Context: an optimization exercise on an open-source flow, tuned for small area. The choices shown serve that exercise and are no tape-out recipe.
Function was checked by simulation only, so behaviour that the tests miss may differ from the original.

==> inputs of wip/zinc <==
## spi_reg_bank
module spi_reg_bank
#(
  parameter int ADDRSZ  = spi_reg_pkg::ADDRSZ_DEF,
  parameter int PAYLOAD = spi_reg_pkg::PAYLOAD_DEF
) (
  input  logic               clk,
  input  logic               reset,
  input  logic [ADDRSZ-1:0]  addr,
  input  logic               addr_dv,
  input  logic [PAYLOAD-1:0] rx_d,
  input  logic               rxdv,
  input  logic               rw_out,
  output logic [PAYLOAD-1:0] tx_d,
  output logic               tx_en,
  input  logic [ADDRSZ-1:0]  loc_addr,
  input  logic               loc_we,
  input  logic [PAYLOAD-1:0] loc_wdata,
  output logic [PAYLOAD-1:0] loc_rdata,
  output logic               wr_strobe,
  output logic [ADDRSZ-1:0]  wr_addr,
  output logic               loc_collision
);
clock: 6.0 ns
lec_check: 0
cap_margin: 20
core_margin: 2
core_utilization: 30
slew_margin: 20
synth_hierarchical: 1
run.sh (not shown) runs the stock make flow with config.mk's settings and CLKGATE_MAP_FILE= SYNTH_SCRIPT=/design/flow/synth_recipe.tcl, a recipe that flattens the netlist after the stock synthesis.
==> inputs of wip/tundra, as changes to wip/zinc <==
--- a/flow/design.v
+++ b/flow/design.v
@@ -43,65 +43,52 @@
   assign y = ~((a1 & a2) | (b1 & b2) | (c1 & c2));
 endmodule
 module spi_reg_oai22_v #(parameter int N = 1) (input logic [N-1:0] s_n, a, s, b, output logic [N-1:0] y);
   assign y = ~((s_n | a) & (s | b));
 endmodule
+module spi_reg_rdlast (input logic n40, n41, s126, d126, s127, d127, output logic y);
+  assign y = ~(n40 & n41 & ~((s126 & d126) | (s127 & d127)));
+endmodule
+module spi_reg_or11 (input logic [10:0] p, output logic y);
+  assign y = |p;
+endmodule
 module spi_reg_rdport (
   input  logic [127:0]      sel,
   input  logic [127:0][7:0] q,
   output logic [7:0]        y
 );
   logic [7:0][41:0] n3;
-  logic [7:0]       n2;
   logic [7:0][41:0] a1, a2, b1, b2, c1, c2;
   for (genvar b = 0; b < 8; b++) begin : g_b
     for (genvar g = 0; g < 42; g++) begin : g_g
       assign a1[b][g] = sel[3*g];   assign a2[b][g] = q[3*g][b];
       assign b1[b][g] = sel[3*g+1]; assign b2[b][g] = q[3*g+1][b];
       assign c1[b][g] = sel[3*g+2]; assign c2[b][g] = q[3*g+2][b];
     end
   end
   spi_reg_aoi222_v #(.N(336)) u_l1 (.a1(a1), .a2(a2), .b1(b1), .b2(b2), .c1(c1), .c2(c2), .y(n3));
-  logic [7:0] s126, s127, d126, d127;
-  for (genvar b = 0; b < 8; b++) begin : g_b2
-    assign s126[b] = sel[126]; assign d126[b] = q[126][b];
-    assign s127[b] = sel[127]; assign d127[b] = q[127][b];
-  end
-  spi_reg_aoi22_v #(.N(8)) u_l1b (.a1(s126), .a2(d126), .b1(s127), .b2(d127), .y(n2));
   logic [7:0][9:0] p, pa, pb, pc, pd;
-  logic [7:0]      p10;
   for (genvar b = 0; b < 8; b++) begin : g_b3
     for (genvar j = 0; j < 10; j++) begin : g_j
       assign pa[b][j] = n3[b][4*j];   assign pb[b][j] = n3[b][4*j+1];
       assign pc[b][j] = n3[b][4*j+2]; assign pd[b][j] = n3[b][4*j+3];
     end
   end
   spi_reg_nand4_v #(.N(80)) u_l2 (.a(pa), .b(pb), .c(pc), .d(pd), .y(p));
-  logic [7:0] e40, e41;
-  for (genvar b = 0; b < 8; b++) begin : g_b4
-    assign e40[b] = n3[b][40]; assign e41[b] = n3[b][41];
-  end
-  spi_reg_nand3_v #(.N(8)) u_l2b (.a(e40), .b(e41), .c(n2), .y(p10));
-  logic [1:0][7:0] m, ma, mb, mc, md;
-  logic [7:0]      m2, f8, f9;
-  for (genvar b = 0; b < 8; b++) begin : g_b5
-    for (genvar k = 0; k < 2; k++) begin : g_k
-      assign ma[k][b] = p[b][4*k];   assign mb[k][b] = p[b][4*k+1];
-      assign mc[k][b] = p[b][4*k+2]; assign md[k][b] = p[b][4*k+3];
-    end
-    assign f8[b] = p[b][8]; assign f9[b] = p[b][9];
-  end
-  spi_reg_nor4_v  #(.N(16)) u_l3  (.a(ma), .b(mb), .c(mc), .d(md), .y(m));
-  spi_reg_nor3_v  #(.N(8))  u_l3b (.a(f8), .b(f9), .c(p10), .y(m2));
-  spi_reg_nand3_v #(.N(8))  u_l4  (.a(m[0]), .b(m[1]), .c(m2), .y(y));
+  for (genvar b = 0; b < 8; b++) begin : g_t
+    logic p10;
+    spi_reg_rdlast u_last (.n40(n3[b][40]), .n41(n3[b][41]), .s126(sel[126]), .d126(q[126][b]),
+                           .s127(sel[127]), .d127(q[127][b]), .y(p10));
+    spi_reg_or11 u_or (.p({p10, p[b]}), .y(y[b]));
+  end
 endmodule
 module spi_reg_predec (
   input  logic [6:0]  a,
+  output logic [6:0]  a_n,
   output logic [15:0] hi_n,
   output logic [7:0]  lo_n
 );
-  logic [6:0]  a_n;
   logic [15:0] h3, h2, h1, h0;
   logic [7:0]  l2, l1, l0;
   spi_reg_inv_v #(.N(7)) u_inv (.a(a), .y(a_n));
   for (genvar k = 0; k < 16; k++) begin : g_hi
     assign h3[k] = k[3] ? a[6] : a_n[6];
@@ -114,10 +101,31 @@
     assign l1[k] = k[1] ? a[1] : a_n[1];
     assign l0[k] = k[0] ? a[0] : a_n[0];
   end
   spi_reg_nand4_v #(.N(16)) u_hi (.a(h3), .b(h2), .c(h1), .d(h0), .y(hi_n));
   spi_reg_nand3_v #(.N(8))  u_lo (.a(l2), .b(l1), .c(l0), .y(lo_n));
+endmodule
+module spi_reg_predec_lw (
+  input  logic [6:0]  a,
+  input  logic [6:0]  a_n,
+  input  logic        we,
+  output logic [15:0] hi_n
+);
+  logic [3:0]  c, ca, cb, cc;
+  logic [15:0] h2, h1, h0;
+  for (genvar j = 0; j < 4; j++) begin : g_c
+    assign ca[j] = we;
+    assign cb[j] = j[1] ? a[6] : a_n[6];
+    assign cc[j] = j[0] ? a[5] : a_n[5];
+  end
+  spi_reg_and3_v #(.N(4)) u_c (.a(ca), .b(cb), .c(cc), .y(c));
+  for (genvar k = 0; k < 16; k++) begin : g_hi
+    assign h2[k] = c[k/4];
+    assign h1[k] = k[1] ? a[4] : a_n[4];
+    assign h0[k] = k[0] ? a[3] : a_n[3];
+  end
+  spi_reg_nand3_v #(.N(16)) u_hi (.a(h2), .b(h1), .c(h0), .y(hi_n));
 endmodule
 module spi_reg_predec_w (
   input  logic [6:0]  a,
   input  logic        commit,
   input  logic        reset,
@@ -150,12 +158,14 @@
   spi_reg_a31oi_v #(.N(16)) u_hi (.a(h2), .b(h1), .c(h0), .r(hr), .y(hi_n));
   spi_reg_a31oi_v #(.N(8))  u_lo (.a(l2), .b(l1), .c(l0), .r(lr), .y(lo_n));
 endmodule
 module spi_reg_bank
 #(
-  parameter int ADDRSZ  = spi_reg_pkg::ADDRSZ_DEF,
-  parameter int PAYLOAD = spi_reg_pkg::PAYLOAD_DEF
+  parameter int                 ADDRSZ  = spi_reg_pkg::ADDRSZ_DEF,
+  parameter int                 PAYLOAD = spi_reg_pkg::PAYLOAD_DEF,
+  parameter logic [PAYLOAD-1:0] RST_VAL = '0,
+  parameter logic [PAYLOAD-1:0] ID_VAL  = PAYLOAD'(spi_reg_pkg::ID_VAL_DEF)
 ) (
   input  logic               clk,
   input  logic               reset,
   input  logic [ADDRSZ-1:0]  addr,
   input  logic               addr_dv,
@@ -225,59 +235,57 @@
       state     <= spi_reg_pkg::IDLE;
       addr_dv_q <= 1'b0;
       rxdv_q    <= 1'b0;
       addr_hold <= '0;
       tx_d      <= '0;
-      tx_en     <= 1'b0;
       wr_strobe <= 1'b0;
       wr_addr   <= '0;
       loc_rdata <= '0;
       loc_collision <= 1'b0;
     end else begin
       state     <= state_nxt;
       addr_dv_q <= addr_dv;
       rxdv_q    <= rxdv;
       if (capture) addr_hold <= addr;
-      if (rd_load) begin
-        tx_d  <= spi_rdata;
-        tx_en <= 1'b1;
-      end else if (rd_clear) begin
-        tx_d  <= '0;
-        tx_en <= 1'b0;
-      end
+      if (rd_load)       tx_d <= spi_rdata;
+      else if (rd_clear) tx_d <= '0;
       wr_strobe <= spi_commit;
       if (spi_commit) wr_addr <= addr_hold;
       loc_rdata <= loc_rd_val;
       loc_collision <= spi_commit & loc_we & (addr_hold == loc_addr);
     end
   end
+  assign tx_en = (state == spi_reg_pkg::RD_HOLD);
   logic [DEPTH-1:0][PAYLOAD-1:0] mem, mem_nxt;
-  logic [15:0] lh_n, sh_n, rh_n;
+  logic [15:0] lh_n, lwh_n, sh_n, rh_n;
   logic [7:0]  ll_n, sl_n, rl_n;
-  spi_reg_predec   u_ldec (.a(loc_addr), .hi_n(lh_n), .lo_n(ll_n));
-  spi_reg_predec   u_rdec (.a(addr),     .hi_n(rh_n), .lo_n(rl_n));
+  logic [6:0]  loc_addr_n, addr_n;
+  spi_reg_predec    u_ldec  (.a(loc_addr), .a_n(loc_addr_n), .hi_n(lh_n), .lo_n(ll_n));
+  spi_reg_predec_lw u_lwdec (.a(loc_addr), .a_n(loc_addr_n), .we(loc_we), .hi_n(lwh_n));
+  spi_reg_predec    u_rdec  (.a(addr),     .a_n(addr_n),     .hi_n(rh_n), .lo_n(rl_n));
   spi_reg_predec_w u_wdec (.a(addr_hold), .commit(spi_commit), .reset(reset),
                            .hi_n(sh_n), .lo_n(sl_n));
-  logic [DEPTH-1:0] lh_x, ll_x, sh_x, sl_x, rh_x, rl_x;
-  logic [DEPTH-1:0] rl_sel, rl_sel_n, rs, rs_n, rr;
+  logic [DEPTH-1:0] lh_x, lwh_x, ll_x, sh_x, sl_x, rh_x, rl_x;
+  logic [DEPTH-1:0] rl_sel, rw_sel, rw_sel_n, rs, rs_n, rr;
   for (genvar i = 0; i < DEPTH; i++) begin : g_row
-    assign lh_x[i] = lh_n[i/8]; assign ll_x[i] = ll_n[i%8];
+    assign lh_x[i] = lh_n[i/8]; assign lwh_x[i] = lwh_n[i/8]; assign ll_x[i] = ll_n[i%8];
     assign sh_x[i] = sh_n[i/8]; assign sl_x[i] = sl_n[i%8];
     assign rh_x[i] = rh_n[i/8]; assign rl_x[i] = rl_n[i%8];
   end
   spi_reg_nor2_v #(.N(DEPTH)) u_l  (.a(lh_x), .b(ll_x), .y(rl_sel));
-  spi_reg_inv_v  #(.N(DEPTH)) u_ln (.a(rl_sel), .y(rl_sel_n));
+  spi_reg_nor2_v #(.N(DEPTH)) u_lw (.a(lwh_x), .b(ll_x), .y(rw_sel));
+  spi_reg_inv_v  #(.N(DEPTH)) u_lwn (.a(rw_sel), .y(rw_sel_n));
   spi_reg_nor2_v #(.N(DEPTH)) u_s  (.a(sh_x), .b(sl_x), .y(rs));
   spi_reg_inv_v  #(.N(DEPTH)) u_sn (.a(rs), .y(rs_n));
   spi_reg_nor2_v #(.N(DEPTH)) u_r  (.a(rh_x), .b(rl_x), .y(rr));
   logic [PAYLOAD-1:0] spi_coln, loc_col;
-  assign spi_coln = ~(rx_d & {PAYLOAD{~reset}});
-  assign loc_col  = loc_we ? loc_wdata : loc_rd_val;
+  assign spi_coln = ~(reset ? RST_VAL : rx_d);    
+  assign loc_col  = loc_wdata;
   logic [DEPTH-1:0][PAYLOAD-1:0] l_x, ln_x, s_x, sn_x, sc_x, lc_x, t_n;
   for (genvar i = 0; i < DEPTH; i++) begin : g_bits
-    assign l_x[i]  = {PAYLOAD{rl_sel[i]}};
-    assign ln_x[i] = {PAYLOAD{rl_sel_n[i]}};
+    assign l_x[i]  = {PAYLOAD{rw_sel[i]}};
+    assign ln_x[i] = {PAYLOAD{rw_sel_n[i]}};
     assign s_x[i]  = {PAYLOAD{rs[i]}};
     assign sn_x[i] = {PAYLOAD{rs_n[i]}};
     assign sc_x[i] = spi_coln;
     assign lc_x[i] = loc_col;
   end
CELL_PAD_IN_SITES_DETAIL_PLACEMENT = 1   (was default)
CTS_BUF_LIST = sky130_fd_sc_hd__clkbuf_8   (was default)
CTS_CLUSTER_DIAMETER = 70   (was default)
CTS_CLUSTER_SIZE = 16   (was default)
==> inputs of wip/quartz, as changes to wip/zinc <==
--- a/flow/design.v
+++ b/flow/design.v
@@ -43,65 +43,52 @@
   assign y = ~((a1 & a2) | (b1 & b2) | (c1 & c2));
 endmodule
 module spi_reg_oai22_v #(parameter int N = 1) (input logic [N-1:0] s_n, a, s, b, output logic [N-1:0] y);
   assign y = ~((s_n | a) & (s | b));
 endmodule
+module spi_reg_rdlast (input logic n40, n41, s126, d126, s127, d127, output logic y);
+  assign y = ~(n40 & n41 & ~((s126 & d126) | (s127 & d127)));
+endmodule
+module spi_reg_or11 (input logic [10:0] p, output logic y);
+  assign y = |p;
+endmodule
 module spi_reg_rdport (
   input  logic [127:0]      sel,
   input  logic [127:0][7:0] q,
   output logic [7:0]        y
 );
   logic [7:0][41:0] n3;
-  logic [7:0]       n2;
   logic [7:0][41:0] a1, a2, b1, b2, c1, c2;
   for (genvar b = 0; b < 8; b++) begin : g_b
     for (genvar g = 0; g < 42; g++) begin : g_g
       assign a1[b][g] = sel[3*g];   assign a2[b][g] = q[3*g][b];
       assign b1[b][g] = sel[3*g+1]; assign b2[b][g] = q[3*g+1][b];
       assign c1[b][g] = sel[3*g+2]; assign c2[b][g] = q[3*g+2][b];
     end
   end
   spi_reg_aoi222_v #(.N(336)) u_l1 (.a1(a1), .a2(a2), .b1(b1), .b2(b2), .c1(c1), .c2(c2), .y(n3));
-  logic [7:0] s126, s127, d126, d127;
-  for (genvar b = 0; b < 8; b++) begin : g_b2
-    assign s126[b] = sel[126]; assign d126[b] = q[126][b];
-    assign s127[b] = sel[127]; assign d127[b] = q[127][b];
-  end
-  spi_reg_aoi22_v #(.N(8)) u_l1b (.a1(s126), .a2(d126), .b1(s127), .b2(d127), .y(n2));
   logic [7:0][9:0] p, pa, pb, pc, pd;
-  logic [7:0]      p10;
   for (genvar b = 0; b < 8; b++) begin : g_b3
     for (genvar j = 0; j < 10; j++) begin : g_j
       assign pa[b][j] = n3[b][4*j];   assign pb[b][j] = n3[b][4*j+1];
       assign pc[b][j] = n3[b][4*j+2]; assign pd[b][j] = n3[b][4*j+3];
     end
   end
   spi_reg_nand4_v #(.N(80)) u_l2 (.a(pa), .b(pb), .c(pc), .d(pd), .y(p));
-  logic [7:0] e40, e41;
-  for (genvar b = 0; b < 8; b++) begin : g_b4
-    assign e40[b] = n3[b][40]; assign e41[b] = n3[b][41];
-  end
-  spi_reg_nand3_v #(.N(8)) u_l2b (.a(e40), .b(e41), .c(n2), .y(p10));
-  logic [1:0][7:0] m, ma, mb, mc, md;
-  logic [7:0]      m2, f8, f9;
-  for (genvar b = 0; b < 8; b++) begin : g_b5
-    for (genvar k = 0; k < 2; k++) begin : g_k
-      assign ma[k][b] = p[b][4*k];   assign mb[k][b] = p[b][4*k+1];
-      assign mc[k][b] = p[b][4*k+2]; assign md[k][b] = p[b][4*k+3];
-    end
-    assign f8[b] = p[b][8]; assign f9[b] = p[b][9];
-  end
-  spi_reg_nor4_v  #(.N(16)) u_l3  (.a(ma), .b(mb), .c(mc), .d(md), .y(m));
-  spi_reg_nor3_v  #(.N(8))  u_l3b (.a(f8), .b(f9), .c(p10), .y(m2));
-  spi_reg_nand3_v #(.N(8))  u_l4  (.a(m[0]), .b(m[1]), .c(m2), .y(y));
+  for (genvar b = 0; b < 8; b++) begin : g_t
+    logic p10;
+    spi_reg_rdlast u_last (.n40(n3[b][40]), .n41(n3[b][41]), .s126(sel[126]), .d126(q[126][b]),
+                           .s127(sel[127]), .d127(q[127][b]), .y(p10));
+    spi_reg_or11 u_or (.p({p10, p[b]}), .y(y[b]));
+  end
 endmodule
 module spi_reg_predec (
   input  logic [6:0]  a,
+  output logic [6:0]  a_n,
   output logic [15:0] hi_n,
   output logic [7:0]  lo_n
 );
-  logic [6:0]  a_n;
   logic [15:0] h3, h2, h1, h0;
   logic [7:0]  l2, l1, l0;
   spi_reg_inv_v #(.N(7)) u_inv (.a(a), .y(a_n));
   for (genvar k = 0; k < 16; k++) begin : g_hi
     assign h3[k] = k[3] ? a[6] : a_n[6];
@@ -114,10 +101,31 @@
     assign l1[k] = k[1] ? a[1] : a_n[1];
     assign l0[k] = k[0] ? a[0] : a_n[0];
   end
   spi_reg_nand4_v #(.N(16)) u_hi (.a(h3), .b(h2), .c(h1), .d(h0), .y(hi_n));
   spi_reg_nand3_v #(.N(8))  u_lo (.a(l2), .b(l1), .c(l0), .y(lo_n));
+endmodule
+module spi_reg_predec_lw (
+  input  logic [6:0]  a,
+  input  logic [6:0]  a_n,
+  input  logic        we,
+  output logic [15:0] hi_n
+);
+  logic [3:0]  c, ca, cb, cc;
+  logic [15:0] h2, h1, h0;
+  for (genvar j = 0; j < 4; j++) begin : g_c
+    assign ca[j] = we;
+    assign cb[j] = j[1] ? a[6] : a_n[6];
+    assign cc[j] = j[0] ? a[5] : a_n[5];
+  end
+  spi_reg_and3_v #(.N(4)) u_c (.a(ca), .b(cb), .c(cc), .y(c));
+  for (genvar k = 0; k < 16; k++) begin : g_hi
+    assign h2[k] = c[k/4];
+    assign h1[k] = k[1] ? a[4] : a_n[4];
+    assign h0[k] = k[0] ? a[3] : a_n[3];
+  end
+  spi_reg_nand3_v #(.N(16)) u_hi (.a(h2), .b(h1), .c(h0), .y(hi_n));
 endmodule
 module spi_reg_predec_w (
   input  logic [6:0]  a,
   input  logic        commit,
   input  logic        reset,
@@ -225,59 +233,57 @@
       state     <= spi_reg_pkg::IDLE;
       addr_dv_q <= 1'b0;
       rxdv_q    <= 1'b0;
       addr_hold <= '0;
       tx_d      <= '0;
-      tx_en     <= 1'b0;
       wr_strobe <= 1'b0;
       wr_addr   <= '0;
       loc_rdata <= '0;
       loc_collision <= 1'b0;
     end else begin
       state     <= state_nxt;
       addr_dv_q <= addr_dv;
       rxdv_q    <= rxdv;
       if (capture) addr_hold <= addr;
-      if (rd_load) begin
-        tx_d  <= spi_rdata;
-        tx_en <= 1'b1;
-      end else if (rd_clear) begin
-        tx_d  <= '0;
-        tx_en <= 1'b0;
-      end
+      if (rd_load)       tx_d <= spi_rdata;
+      else if (rd_clear) tx_d <= '0;
       wr_strobe <= spi_commit;
       if (spi_commit) wr_addr <= addr_hold;
       loc_rdata <= loc_rd_val;
       loc_collision <= spi_commit & loc_we & (addr_hold == loc_addr);
     end
   end
+  assign tx_en = (state == spi_reg_pkg::RD_HOLD);
   logic [DEPTH-1:0][PAYLOAD-1:0] mem, mem_nxt;
-  logic [15:0] lh_n, sh_n, rh_n;
+  logic [15:0] lh_n, lwh_n, sh_n, rh_n;
   logic [7:0]  ll_n, sl_n, rl_n;
-  spi_reg_predec   u_ldec (.a(loc_addr), .hi_n(lh_n), .lo_n(ll_n));
-  spi_reg_predec   u_rdec (.a(addr),     .hi_n(rh_n), .lo_n(rl_n));
+  logic [6:0]  loc_addr_n, addr_n;
+  spi_reg_predec    u_ldec  (.a(loc_addr), .a_n(loc_addr_n), .hi_n(lh_n), .lo_n(ll_n));
+  spi_reg_predec_lw u_lwdec (.a(loc_addr), .a_n(loc_addr_n), .we(loc_we), .hi_n(lwh_n));
+  spi_reg_predec    u_rdec  (.a(addr),     .a_n(addr_n),     .hi_n(rh_n), .lo_n(rl_n));
   spi_reg_predec_w u_wdec (.a(addr_hold), .commit(spi_commit), .reset(reset),
                            .hi_n(sh_n), .lo_n(sl_n));
-  logic [DEPTH-1:0] lh_x, ll_x, sh_x, sl_x, rh_x, rl_x;
-  logic [DEPTH-1:0] rl_sel, rl_sel_n, rs, rs_n, rr;
+  logic [DEPTH-1:0] lh_x, lwh_x, ll_x, sh_x, sl_x, rh_x, rl_x;
+  logic [DEPTH-1:0] rl_sel, rw_sel, rw_sel_n, rs, rs_n, rr;
   for (genvar i = 0; i < DEPTH; i++) begin : g_row
-    assign lh_x[i] = lh_n[i/8]; assign ll_x[i] = ll_n[i%8];
+    assign lh_x[i] = lh_n[i/8]; assign lwh_x[i] = lwh_n[i/8]; assign ll_x[i] = ll_n[i%8];
     assign sh_x[i] = sh_n[i/8]; assign sl_x[i] = sl_n[i%8];
     assign rh_x[i] = rh_n[i/8]; assign rl_x[i] = rl_n[i%8];
   end
   spi_reg_nor2_v #(.N(DEPTH)) u_l  (.a(lh_x), .b(ll_x), .y(rl_sel));
-  spi_reg_inv_v  #(.N(DEPTH)) u_ln (.a(rl_sel), .y(rl_sel_n));
+  spi_reg_nor2_v #(.N(DEPTH)) u_lw (.a(lwh_x), .b(ll_x), .y(rw_sel));
+  spi_reg_inv_v  #(.N(DEPTH)) u_lwn (.a(rw_sel), .y(rw_sel_n));
   spi_reg_nor2_v #(.N(DEPTH)) u_s  (.a(sh_x), .b(sl_x), .y(rs));
   spi_reg_inv_v  #(.N(DEPTH)) u_sn (.a(rs), .y(rs_n));
   spi_reg_nor2_v #(.N(DEPTH)) u_r  (.a(rh_x), .b(rl_x), .y(rr));
   logic [PAYLOAD-1:0] spi_coln, loc_col;
   assign spi_coln = ~(rx_d & {PAYLOAD{~reset}});
-  assign loc_col  = loc_we ? loc_wdata : loc_rd_val;
+  assign loc_col  = loc_wdata;
   logic [DEPTH-1:0][PAYLOAD-1:0] l_x, ln_x, s_x, sn_x, sc_x, lc_x, t_n;
   for (genvar i = 0; i < DEPTH; i++) begin : g_bits
-    assign l_x[i]  = {PAYLOAD{rl_sel[i]}};
-    assign ln_x[i] = {PAYLOAD{rl_sel_n[i]}};
+    assign l_x[i]  = {PAYLOAD{rw_sel[i]}};
+    assign ln_x[i] = {PAYLOAD{rw_sel_n[i]}};
     assign s_x[i]  = {PAYLOAD{rs[i]}};
     assign sn_x[i] = {PAYLOAD{rs_n[i]}};
     assign sc_x[i] = spi_coln;
     assign lc_x[i] = loc_col;
   end
CELL_PAD_IN_SITES_DETAIL_PLACEMENT = 2   (was default)
CTS_BUF_LIST = sky130_fd_sc_hd__clkbuf_8   (was default)
CTS_CLUSTER_DIAMETER = 70   (was default)
CTS_CLUSTER_SIZE = 16   (was default)
==> comparison <==
wip/tundra went through all stages and came out clean. wip/zinc completed, yet does not pass: setup timing. wip/quartz passed the timing, DRC and antenna checks.
Against wip/quartz, the maximum frequency of wip/tundra is lower by about 1.7%.
The highest hold slack belongs to wip/quartz, the lowest to wip/zinc.
Of wip/tundra and wip/zinc, wip/zinc has the higher count of clock-buffer cells in the layout (gap 56).
Of wip/tundra and wip/zinc, wip/zinc has the higher first-iteration DRC count (gap 4.8%, measured against wip/zinc).

[afterwards: timing with drivers on the ports]
How much do the figures lean on ideal ports? The routed layouts below were timed once more, with nothing changed but the port constraints. Step 1 (the two cells are an assumption about what drives the block):
set clk [get_ports {clk}]
set_driving_cell -lib_cell sky130_fd_sc_hd__clkbuf_16 $clk
set_driving_cell -lib_cell sky130_fd_sc_hd__buf_2 [delete_from_list [all_inputs] $clk]
Step 2 times the ports against the registers' clock, not the clock port: input delays grow and output delays shrink by t, the midpoint of the rising clock arrivals with the driver on. a / b / c = ideal ports / drivers / drivers and shift; a / b = the first two.
| run | t, ns | slack for setup (ns) | worst hold slack (ns) |
|---|---|---|---|
| wip/zinc | 0.840 | -0.104 / -0.041 / -0.881 | 0.467 / 0.467 / 0.467 |
| wip/tundra | 0.951 | 0.974 / 1.027 / 0.076 | 0.470 / 0.470 / 0.470 |
| wip/quartz | 0.980 | 1.057 / 1.091 / 0.111 | 0.479 / 0.479 / 0.479 |
For wip/quartz, which loses most, drivers alone change the setup slack by +0.034 ns; drivers and shift together by -0.946 ns.
